This design comes from an exercise in tuning for small area and a short achievable clock period on the open sky130 flow, not from production work. The RTL was checked by simulation tests, not by an equivalence proof against the original design.

==> run a <==
// xgmii_rx_top
module xgmii_rx_top #(
    parameter int STAT_W = 32
) (
    input  logic              clk,
    input  logic              inv_aresetn,
    input  logic [63:0]       xgmii_d_i,
    input  logic [7:0]        xgmii_c_i,
    output logic [63:0]       tdata_o,
    output logic [7:0]        tkeep_o,
    output logic              tvalid_o,
    output logic              tlast_o,
    output logic              tuser_o,
    output logic [STAT_W-1:0] good_frames_o,
    output logic [STAT_W-1:0] bad_frames_o
);
    logic [7:0]  c;
    logic [63:0] d;
    logic        dat_in, term_in, early_in, err_in, tch_in;
    logic [2:0]  lane_in;
    logic [3:0]  sofp_in;
    logic [7:0]  first_ctl, eq_fd;
    logic [63:0] masked;
    assign c = xgmii_c_i;
    assign d = xgmii_d_i;
    assign dat_in = (c == 8'h00);
    assign term_in  = c[7] && ((~c[6:0] | c[7:1]) == 7'h7F);
    assign early_in = term_in && c[4];
    assign err_in   = !dat_in && !term_in;
    assign sofp_in[0] = ({d[7:0], c} == 16'hFB01);
    assign sofp_in[1] = (d[23:8]  == 16'h5555);
    assign sofp_in[2] = (d[39:24] == 16'h5555);
    assign sofp_in[3] = (d[63:40] == 24'hD5_5555);
    assign lane_in[2] = ~c[3];
    assign lane_in[1] = (~c[1] & c[3]) | ~c[5];
    assign lane_in[0] = (~c[0] & c[1]) | (~c[2] & c[3]) | (~c[4] & c[5]) | ~c[6];
    assign first_ctl = c & ~{c[6:0], 1'b0};
    always_comb begin
        for (int j = 0; j < 8; j++) begin
            eq_fd[j] = (d[8*j +: 8] == 8'hFD);
            masked[8*j +: 8] = d[8*j +: 8] & {8{~c[j]}};
        end
    end
    assign tch_in = |(first_ctl & eq_fd);
    logic [63:0] d1_q;       
    logic [2:0]  lane_q;     
    logic        tch_q;      
  ...
export LEC_CHECK = 0
export CAP_MARGIN = 20
export CORE_MARGIN = 2
export CORE_UTILIZATION = 40
export SETUP_SLACK_MARGIN = 0.2
export SLEW_MARGIN = 20
create_clock -name core_clock -period 9.0 [get_ports {clk}]
standard.sh (not shown) runs the stock make flow with config.mk's settings and CLKGATE_MAP_FILE= SYNTH_SCRIPT=/design/flow/synth_recipe.tcl, a recipe that flattens the netlist after the stock synthesis.
==> flow/flow/run.sh <==
#!/bin/bash
# Own layout flow: the standard ORFS flow (standard.sh), run in two
# parts with these changes:
# - plain sky130_fd_sc_hd__buf_2 cells as the port buffers;
# - extra don't-use cells (on top of the platform's list), which only steer
#   the choice of combinational cells; registers are unaffected:
#     synthesis: sky130_fd_sc_hd__xor3_1 sky130_fd_sc_hd__xor3_2 sky130_fd_sc_hd__xor3_4 sky130_fd_sc_hd__xnor3_1 sky130_fd_sc_hd__xnor3_2 sky130_fd_sc_hd__xnor3_4 sky130_fd_sc_hd__xnor2_2 sky130_fd_sc_hd__xnor2_4 sky130_fd_sc_hd__xor2_2 sky130_fd_sc_hd__xor2_4
#     placement to finish: sky130_fd_sc_hd__xor3_1 sky130_fd_sc_hd__xor3_2 sky130_fd_sc_hd__xor3_4 sky130_fd_sc_hd__xnor3_1 sky130_fd_sc_hd__xnor3_2 sky130_fd_sc_hd__xnor3_4
#   (synthesis maps the crc xor network to small two-input xor cells; the
#   later repair may still size a few of them up);
# - make settings: SETUP_SLACK_MARGIN=6.2 CTS_BUF_LIST=sky130_fd_sc_hd__clkbuf_16 CTS_CLUSTER_SIZE=25 CTS_CLUSTER_DIAMETER=100
#   SETUP_SLACK_MARGIN makes setup repair keep sizing and buffering until
#   paths are that far below the (unchanged) 9 ns clock period.
# Each part's full output goes to its own log in this folder.
set -euo pipefail
cd "$(dirname "$0")/.."
cp config.mk config.bench.mk
{
  echo "export BUFFER_PORTS_ARGS = -buffer_cell sky130_fd_sc_hd__buf_2"
  echo "export DONT_USE_CELLS = sky130_fd_sc_hd__xor3_1 sky130_fd_sc_hd__xor3_2 sky130_fd_sc_hd__xor3_4 sky130_fd_sc_hd__xnor3_1 sky130_fd_sc_hd__xnor3_2 sky130_fd_sc_hd__xnor3_4 sky130_fd_sc_hd__xnor2_2 sky130_fd_sc_hd__xnor2_4 sky130_fd_sc_hd__xor2_2 sky130_fd_sc_hd__xor2_4"
} > config.add.mk
cat config.bench.mk config.add.mk > config.mk
bash standard.sh SETUP_SLACK_MARGIN=6.2 CTS_BUF_LIST=sky130_fd_sc_hd__clkbuf_16 CTS_CLUSTER_SIZE=25 CTS_CLUSTER_DIAMETER=100 synth > standard_synth.log 2>&1
{
  echo "export BUFFER_PORTS_ARGS = -buffer_cell sky130_fd_sc_hd__buf_2"
  echo "export DONT_USE_CELLS = sky130_fd_sc_hd__xor3_1 sky130_fd_sc_hd__xor3_2 sky130_fd_sc_hd__xor3_4 sky130_fd_sc_hd__xnor3_1 sky130_fd_sc_hd__xnor3_2 sky130_fd_sc_hd__xnor3_4"
} > config.add.mk
cat config.bench.mk config.add.mk > config.mk
bash standard.sh SETUP_SLACK_MARGIN=6.2 CTS_BUF_LIST=sky130_fd_sc_hd__clkbuf_16 CTS_CLUSTER_SIZE=25 CTS_CLUSTER_DIAMETER=100 finish > standard.log 2>&1
cp config.bench.mk config.mk
==> run b (differences from run a) <==
==> flow/flow/run.sh (replaced) <==
#!/bin/bash
# Own layout flow: the standard ORFS flow (standard.sh) with
# - plain sky130_fd_sc_hd__buf_2 cells as the port buffers,
# - these cells kept out of mapping and repair (added to the platform's
#   don't-use list; registers are unaffected): sky130_fd_sc_hd__xor3_1 sky130_fd_sc_hd__xor3_2 sky130_fd_sc_hd__xor3_4 sky130_fd_sc_hd__xnor3_1 sky130_fd_sc_hd__xnor3_2 sky130_fd_sc_hd__xnor3_4 sky130_fd_sc_hd__xnor2_2 sky130_fd_sc_hd__xnor2_4 sky130_fd_sc_hd__xor2_2 sky130_fd_sc_hd__xor2_4
# - these make settings: SETUP_SLACK_MARGIN=6.0 CTS_BUF_LIST=sky130_fd_sc_hd__clkbuf_16 CTS_CLUSTER_SIZE=25 CTS_CLUSTER_DIAMETER=100 CORE_UTILIZATION=70 PLACE_DENSITY=0.8
# SETUP_SLACK_MARGIN makes setup repair keep sizing and buffering until
# paths are that far below the (unchanged) 9 ns clock period.
set -euo pipefail
cd "$(dirname "$0")/.."
{
  echo "export BUFFER_PORTS_ARGS = -buffer_cell sky130_fd_sc_hd__buf_2"
  echo "export DONT_USE_CELLS = sky130_fd_sc_hd__xor3_1 sky130_fd_sc_hd__xor3_2 sky130_fd_sc_hd__xor3_4 sky130_fd_sc_hd__xnor3_1 sky130_fd_sc_hd__xnor3_2 sky130_fd_sc_hd__xnor3_4 sky130_fd_sc_hd__xnor2_2 sky130_fd_sc_hd__xnor2_4 sky130_fd_sc_hd__xor2_2 sky130_fd_sc_hd__xor2_4"
} >> config.mk
bash standard.sh SETUP_SLACK_MARGIN=6.0 CTS_BUF_LIST=sky130_fd_sc_hd__clkbuf_16 CTS_CLUSTER_SIZE=25 CTS_CLUSTER_DIAMETER=100 CORE_UTILIZATION=70 PLACE_DENSITY=0.8 finish > standard.log 2>&1
BUFFER_PORTS_ARGS = -buffer_cell sky130_fd_sc_hd__buf_2   (was not set)
DONT_USE_CELLS = sky130_fd_sc_hd__xor3_1 sky130_fd_sc_hd__xor3_2 sky130_fd_sc_hd__xor3_4 sky130_fd_sc_hd__xnor3_1 sky130_fd_sc_hd__xnor3_2 sky130_fd_sc_hd__xnor3_4 sky130_fd_sc_hd__xnor2_2 sky130_fd_sc_hd__xnor2_4 sky130_fd_sc_hd__xor2_2 sky130_fd_sc_hd__xor2_4   (was not set)
==> run c (differences from run a) <==
==> flow/flow/run.sh (replaced) <==
#!/bin/bash
# Own layout flow: the standard ORFS flow (standard.sh) with
# - plain sky130_fd_sc_hd__buf_2 cells as the port buffers,
# - these cells kept out of mapping and repair (added to the platform's
#   don't-use list; registers are unaffected): sky130_fd_sc_hd__xor3_1 sky130_fd_sc_hd__xor3_2 sky130_fd_sc_hd__xor3_4 sky130_fd_sc_hd__xnor3_1 sky130_fd_sc_hd__xnor3_2 sky130_fd_sc_hd__xnor3_4 sky130_fd_sc_hd__xnor2_4 sky130_fd_sc_hd__xor2_4
# - these make settings: SETUP_SLACK_MARGIN=6.0 CTS_BUF_LIST=sky130_fd_sc_hd__clkbuf_16 CTS_CLUSTER_SIZE=25 CTS_CLUSTER_DIAMETER=100
# SETUP_SLACK_MARGIN makes setup repair keep sizing and buffering until
# paths are that far below the (unchanged) 9 ns clock period.
set -euo pipefail
cd "$(dirname "$0")/.."
{
  echo "export BUFFER_PORTS_ARGS = -buffer_cell sky130_fd_sc_hd__buf_2"
  echo "export DONT_USE_CELLS = sky130_fd_sc_hd__xor3_1 sky130_fd_sc_hd__xor3_2 sky130_fd_sc_hd__xor3_4 sky130_fd_sc_hd__xnor3_1 sky130_fd_sc_hd__xnor3_2 sky130_fd_sc_hd__xnor3_4 sky130_fd_sc_hd__xnor2_4 sky130_fd_sc_hd__xor2_4"
} >> config.mk
bash standard.sh SETUP_SLACK_MARGIN=6.0 CTS_BUF_LIST=sky130_fd_sc_hd__clkbuf_16 CTS_CLUSTER_SIZE=25 CTS_CLUSTER_DIAMETER=100 finish > standard.log 2>&1
BUFFER_PORTS_ARGS = -buffer_cell sky130_fd_sc_hd__buf_2   (was not set)
DONT_USE_CELLS = sky130_fd_sc_hd__xor3_1 sky130_fd_sc_hd__xor3_2 sky130_fd_sc_hd__xor3_4 sky130_fd_sc_hd__xnor3_1 sky130_fd_sc_hd__xnor3_2 sky130_fd_sc_hd__xnor3_4 sky130_fd_sc_hd__xnor2_4 sky130_fd_sc_hd__xor2_4   (was not set)
==> summary of the runs <==
- Clock skew, highest first: run c, run b, run a.
- Via count: run c < run a < run b.
- In run c the global-route usage is lower than in run a, by 2.3 points.

* * *

==> branch fjord <==
xgmii_rx_top, a different RTL version from the one above (not shown whole).
// xgmii_rx_top
module xgmii_rx_top #(
    parameter int STAT_W = 32
) (
    input  logic              clk,
    input  logic              inv_aresetn,
    input  logic [63:0]       xgmii_d_i,
    input  logic [7:0]        xgmii_c_i,
    output logic [63:0]       tdata_o,
    output logic [7:0]        tkeep_o,
    output logic              tvalid_o,
    output logic              tlast_o,
    output logic              tuser_o,
    output logic [STAT_W-1:0] good_frames_o,
    output logic [STAT_W-1:0] bad_frames_o
);
Settings: LEC_CHECK=0, CAP_MARGIN=20, CORE_MARGIN=2, CORE_UTILIZATION=40, SETUP_SLACK_MARGIN=0.2, SLEW_MARGIN=20, BUFFER_PORTS_ARGS=-buffer_cell sky130_fd_sc_hd__buf_2, DONT_USE_CELLS=sky130_fd_sc_hd__xor3_1 sky130_fd_sc_hd__xor3_2 sky130_fd_sc_hd__xor3_4 sky130_fd_sc_hd__xnor3_1 sky130_fd_sc_hd__xnor3_2 sky130_fd_sc_hd__xnor3_4; clock period 9.0 ns.
==> flow/flow/run.sh <==
#!/bin/bash
# Own layout flow: the standard ORFS flow (standard.sh) with
# - plain sky130_fd_sc_hd__buf_2 cells as the port buffers,
# - these cells kept out of mapping and repair (added to the platform's
#   don't-use list; registers are unaffected): sky130_fd_sc_hd__xor3_1 sky130_fd_sc_hd__xor3_2 sky130_fd_sc_hd__xor3_4 sky130_fd_sc_hd__xnor3_1 sky130_fd_sc_hd__xnor3_2 sky130_fd_sc_hd__xnor3_4
# - these make settings: SETUP_SLACK_MARGIN=6.0 CTS_BUF_LIST=sky130_fd_sc_hd__clkbuf_16 CTS_CLUSTER_SIZE=25 CTS_CLUSTER_DIAMETER=100
# SETUP_SLACK_MARGIN makes setup repair keep sizing and buffering until
# paths are that far below the (unchanged) 9 ns clock period.
set -euo pipefail
cd "$(dirname "$0")/.."
{
  echo "export BUFFER_PORTS_ARGS = -buffer_cell sky130_fd_sc_hd__buf_2"
  echo "export DONT_USE_CELLS = sky130_fd_sc_hd__xor3_1 sky130_fd_sc_hd__xor3_2 sky130_fd_sc_hd__xor3_4 sky130_fd_sc_hd__xnor3_1 sky130_fd_sc_hd__xnor3_2 sky130_fd_sc_hd__xnor3_4"
} >> config.mk
bash standard.sh SETUP_SLACK_MARGIN=6.0 CTS_BUF_LIST=sky130_fd_sc_hd__clkbuf_16 CTS_CLUSTER_SIZE=25 CTS_CLUSTER_DIAMETER=100 finish > standard.log 2>&1
==> inputs of branch ember, as changes to branch fjord <==
--- a/flow/design.v
+++ b/flow/design.v
@@ -9,67 +9,66 @@
     output logic [63:0]       tdata_o,
     output logic [7:0]        tkeep_o,
     output logic              tvalid_o,
     output logic              tlast_o,
     output logic              tuser_o,
     output logic [STAT_W-1:0] good_frames_o,
     output logic [STAT_W-1:0] bad_frames_o
 );
+    function automatic logic [31:0] crc64(logic [31:0] crc_in, logic [63:0] data);
+        logic [31:0] crc;
+        logic fb;
+        crc = crc_in;
+        for (int i = 0; i < 64; i++) begin
+            fb  = crc[31] ^ data[i];
+            crc = {crc[30:0], 1'b0} ^ (fb ? 32'h04C1_1DB7 : 32'h0);
+        end
+        crc64 = crc;
+    endfunction
     logic [7:0]  c;
     logic [63:0] d;
-    logic        dat_in, term_in, early_in, err_in, tch_in;
+    logic        dat_in, term_in, early_in, err_in, sof_in, tch_in;
     logic [2:0]  lane_in;
-    logic [3:0]  sofp_in;
     logic [7:0]  first_ctl, eq_fd;
     logic [63:0] masked;
     assign c = xgmii_c_i;
     assign d = xgmii_d_i;
     assign dat_in = (c == 8'h00);
     assign term_in  = c[7] && ((~c[6:0] | c[7:1]) == 7'h7F);
     assign early_in = term_in && c[4];
     assign err_in   = !dat_in && !term_in;
-    assign sofp_in[0] = ({d[7:0], c} == 16'hFB01);
-    assign sofp_in[1] = (d[23:8]  == 16'h5555);
-    assign sofp_in[2] = (d[39:24] == 16'h5555);
-    assign sofp_in[3] = (d[63:40] == 24'hD5_5555);
+    assign sof_in   = (c == 8'h01) && (d == 64'hD555_5555_5555_55FB);
     assign lane_in[2] = ~c[3];
     assign lane_in[1] = (~c[1] & c[3]) | ~c[5];
     assign lane_in[0] = (~c[0] & c[1]) | (~c[2] & c[3]) | (~c[4] & c[5]) | ~c[6];
     assign first_ctl = c & ~{c[6:0], 1'b0};
     always_comb begin
         for (int j = 0; j < 8; j++) begin
             eq_fd[j] = (d[8*j +: 8] == 8'hFD);
             masked[8*j +: 8] = d[8*j +: 8] & {8{~c[j]}};
         end
     end
     assign tch_in = |(first_ctl & eq_fd);
     logic [63:0] d1_q;       
     logic [2:0]  lane_q;     
     logic        tch_q;      
-    logic [3:0]  sofp_q;     
-    logic        nf_q;       
+    logic        sof_q;      
+    logic        infr_q;     
     logic        hp_q;       
     logic        fin_q;      
     logic        fin_hp_q;   
-    logic [2:0]  lane2_q;    
-    logic        beat2_q;    
-    logic        good2_q;    
     logic [31:0] crc_q;
     logic [7:1]  keep_q;     
-    logic        sof;
-    logic        frame;
     logic        late_q;
-    logic        fin_beat;
     logic [31:0] crc_nxt;
     logic [31:0] resid;
     logic        crc_ok;
     logic [7:0]  keep_last;
-    assign sof      = &sofp_q;
-    assign frame    = hp_q || (nf_q && sof);
+    logic        fin_beat;
     assign late_q   = lane_q[2] && (lane_q[1:0] != 2'd0);
     assign fin_beat = late_q || fin_hp_q;
     wire x96 = crc_q[18] ^ d1_q[13];
     wire x97 = crc_q[19] ^ d1_q[12];
     wire x98 = crc_q[20] ^ d1_q[11];
     wire x99 = crc_q[28] ^ d1_q[3];
     wire x100 = crc_q[15] ^ d1_q[16];
     wire x101 = crc_q[26] ^ d1_q[5];
@@ -555,72 +554,66 @@
     assign crc_nxt[25] = x497;
     assign crc_nxt[26] = x507;
     assign crc_nxt[27] = x519;
     assign crc_nxt[28] = x528;
     assign crc_nxt[29] = x536;
     assign crc_nxt[30] = x547;
     assign crc_nxt[31] = x555;
     always_comb begin
-        case (lane2_q)
+        case (lane_q)
             3'd0: resid = 32'h099C5421;
             3'd1: resid = 32'hC8721E29;
             3'd2: resid = 32'h91E9AE38;
             3'd3: resid = 32'h8AD76F98;
             3'd4: resid = 32'h6904BB59;
             3'd5: resid = 32'h8104C946;
             3'd6: resid = 32'h3A7ABC72;
             default: resid = 32'h4710BB9C;
         endcase
     end
-    assign crc_ok = (crc_q == resid);
+    assign crc_ok = (crc_nxt == resid);
     always_comb begin
-        case (lane2_q)
+        case (lane_q)
             3'd0: keep_last = 8'h0F;
             3'd1: keep_last = 8'h1F;
             3'd2: keep_last = 8'h3F;
             3'd3: keep_last = 8'h7F;
             3'd4: keep_last = 8'hFF;
             3'd5: keep_last = 8'h01;
             3'd6: keep_last = 8'h03;
             default: keep_last = 8'h07;
         endcase
     end
     always_ff @(posedge clk) begin
         d1_q     <= masked;
         lane_q   <= lane_in;
         tch_q    <= tch_in;
-        sofp_q   <= sofp_in;
+        sof_q    <= sof_in;
+        hp_q     <= infr_q && dat_in;
         fin_hp_q <= hp_q;
-        lane2_q  <= lane_q;
-        crc_q    <= sof ? 32'hFFFF_FFFF : crc_nxt;
-        if (!((fin_q && !late_q) || beat2_q)) begin
+        crc_q    <= sof_q ? 32'hFFFF_FFFF : crc_nxt;
+        if (!(fin_q && !late_q)) begin
             tdata_o <= d1_q;
         end
-        keep_q   <= beat2_q ? keep_last[7:1] : 7'h7F;
+        keep_q   <= fin_q ? keep_last[7:1] : 7'h7F;
     end
     assign tkeep_o = {keep_q, 1'b1};
     always_ff @(posedge clk) begin
-        tlast_o <= beat2_q || (hp_q && err_in);
-        tuser_o <= good2_q && crc_ok;
-    end
-    always_ff @(posedge clk) begin
         if (inv_aresetn) begin
-            nf_q          <= 1'b1;
-            hp_q          <= 1'b0;
+            infr_q        <= 1'b0;
             fin_q         <= 1'b0;
-            beat2_q       <= 1'b0;
-            good2_q       <= 1'b0;
             tvalid_o      <= 1'b0;
+            tlast_o       <= 1'b0;
+            tuser_o       <= 1'b0;
             good_frames_o <= '0;
             bad_frames_o  <= '0;
         end else begin
-            nf_q          <= !frame;
-            hp_q          <= frame && dat_in;
-            fin_q         <= frame && term_in;
-            beat2_q       <= fin_q && fin_beat;
-            good2_q       <= fin_q && fin_beat && tch_q;
-            tvalid_o      <= beat2_q || (hp_q && !early_in);
-            good_frames_o <= good_frames_o + STAT_W'(tvalid_o && tlast_o && tuser_o);
-            bad_frames_o  <= bad_frames_o + STAT_W'(tvalid_o && tlast_o && !tuser_o);
+            infr_q        <= infr_q ? dat_in : sof_in;
+            fin_q         <= infr_q && term_in;
+            tvalid_o      <= fin_q ? fin_beat : (infr_q && hp_q && !early_in);
+            tlast_o       <= fin_q ? fin_beat : (infr_q && hp_q && err_in);
+            tuser_o       <= fin_q && fin_beat && crc_ok && tch_q;
+            good_frames_o <= good_frames_o + STAT_W'(tuser_o);
+            bad_frames_o  <= bad_frames_o + STAT_W'(tlast_o && !tuser_o);
         end
     end
 endmodule
==> flow/run.sh (new file) <==
#!/bin/bash
# synth_recipe.tcl (not shown) runs the flow's synth.tcl, then flattens the netlist and writes it again
# the make line also repeats each setting of config.mk as NAME=value (left out here)
make -C /OpenROAD-flow-scripts/flow DESIGN_CONFIG=/design/flow/config.mk WORK_HOME=/design/flow/orfs CLKGATE_MAP_FILE= SYNTH_SCRIPT=/design/flow/synth_recipe.tcl finish
==> flow/config.mk (replaced) <==
export PLATFORM = sky130hd
export DESIGN_NAME = xgmii_rx_top
export DESIGN_NICKNAME = xgmii_rx_top
export VERILOG_FILES = /design/flow/design.v
export SDC_FILE = /design/flow/constraint.sdc
export NUM_CORES = 4
export LEC_CHECK = 0
export CAP_MARGIN = 20
export CORE_MARGIN = 2
export CORE_UTILIZATION = 40
export SETUP_SLACK_MARGIN = 0.2
export SLEW_MARGIN = 20
removed: flow/flow/run.sh
removed: flow/standard.sh
==> inputs of branch violet, as changes to branch fjord <==
==> flow/flow/run.sh (replaced) <==
#!/bin/bash
# Own layout flow: the standard ORFS flow (standard.sh; synthesis
# unchanged) with plain sky130_fd_sc_hd__buf_2 cells as the port buffers and these
# make settings: SETUP_SLACK_MARGIN=6.0 CTS_BUF_LIST=sky130_fd_sc_hd__clkbuf_8 CTS_CLUSTER_SIZE=16 CTS_CLUSTER_DIAMETER=60
# SETUP_SLACK_MARGIN makes setup repair keep sizing and buffering until
# paths are that far below the (unchanged) 9 ns clock period.
set -euo pipefail
cd "$(dirname "$0")/.."
echo "export BUFFER_PORTS_ARGS = -buffer_cell sky130_fd_sc_hd__buf_2" >> config.mk
bash standard.sh SETUP_SLACK_MARGIN=6.0 CTS_BUF_LIST=sky130_fd_sc_hd__clkbuf_8 CTS_CLUSTER_SIZE=16 CTS_CLUSTER_DIAMETER=60 finish > standard.log 2>&1
==> flow/config.mk (replaced) <==
export PLATFORM = sky130hd
export DESIGN_NAME = xgmii_rx_top
export DESIGN_NICKNAME = xgmii_rx_top
export VERILOG_FILES = /design/flow/design.v
export SDC_FILE = /design/flow/constraint.sdc
export NUM_CORES = 4
export LEC_CHECK = 0
export CAP_MARGIN = 20
export CORE_MARGIN = 2
export CORE_UTILIZATION = 40
export SETUP_SLACK_MARGIN = 0.2
export SLEW_MARGIN = 20
export BUFFER_PORTS_ARGS = -buffer_cell sky130_fd_sc_hd__buf_2
==> qor summary <==
	branch violet	branch ember	branch fjord
Run status	timing/DRC/antenna clean	timing/DRC/antenna clean	timing/DRC/antenna clean
DP Area	15400 sq um	16400 sq um	15200 sq um
Arrival time at the worst endpoint	1.18 ns	4.77 ns	1.13 ns
Number of fillers in the final layout	3225	3081	3257
Cell row count	68	68	67
Root Driver	sky130_fd_sc_hd__clkbuf_8	sky130_fd_sc_hd__clkbuf_16	sky130_fd_sc_hd__clkbuf_16
FF/Latch Area	5700 sq um	5510 sq um	5670 sq um
Period Utilization, post-route	33.1%	47.8%	32.6%
Area fraction in and, or, nand and nor cells after synthesis	14.2%	14.2%	14.3%
Biggest cell delay along the critical path	0.43 ns	0.83 ns	0.45 ns
Mux share of post-synthesis cell area	0.815%	0.976%	0.394%
Capture point of the worst path	tdata_o[55]	tuser_o	good_frames_o[24]
Flip-flop and latch share of the layout cell area	35.7%	31.7%	36.3%
Layout inverter count without the clock tree	15	12	10
Max-slew headroom	29.6%	31.2%	26.0%
Clock buffer count	25	37	15

## re-timing with driven ports
No port has a modelled driver above. Below, the same layouts with a new extraction and two added sets of constraints. Step 1 (the two cells are an assumption about what drives the block):
set clk [get_ports {clk}]
set_driving_cell -lib_cell sky130_fd_sc_hd__clkbuf_16 $clk
set_driving_cell -lib_cell sky130_fd_sc_hd__buf_2 [delete_from_list [all_inputs] $clk]
Step 2 moves the port delays by t, midway between the first and last clock arrival at a register: inputs arrive t later, outputs are due t later. That takes back most of the time a late clock gives input paths. Three values: ideal, step 1, step 2; two values: the first two.
run | shift t [ns] | setup slack, ns | hold slack, ns | worst setup path after step 2 | pins driven straight from the clock port
run a | 0.556 | 6.049 / 5.993 / 5.916 | 0.358 / 0.358 / 0.358 | input to register | 1
run b | 0.535 | 6.008 / 5.962 / 5.905 | 0.366 / 0.366 / 0.366 | input to register | 1
run c | 0.540 | 6.064 / 6.059 / 5.776 | 0.393 / 0.393 / 0.393 | input to register | 1
branch fjord | 0.546 | 6.067 / 6.013 / 5.750 | 0.356 / 0.356 / 0.356 | input to register | 1
branch ember | 0.602 | 4.697 / 4.697 / 4.591 | 0.357 / 0.357 / 0.357 | input to register | 1
branch violet | 0.627 | 6.019 / 5.971 / 5.759 | 0.386 / 0.386 / 0.386 | input to register | 1
After both steps setup and hold are still met in every run listed. The setup slack of branch fjord, which loses most, moves by -0.054 ns with the drivers and by -0.317 ns with both steps.
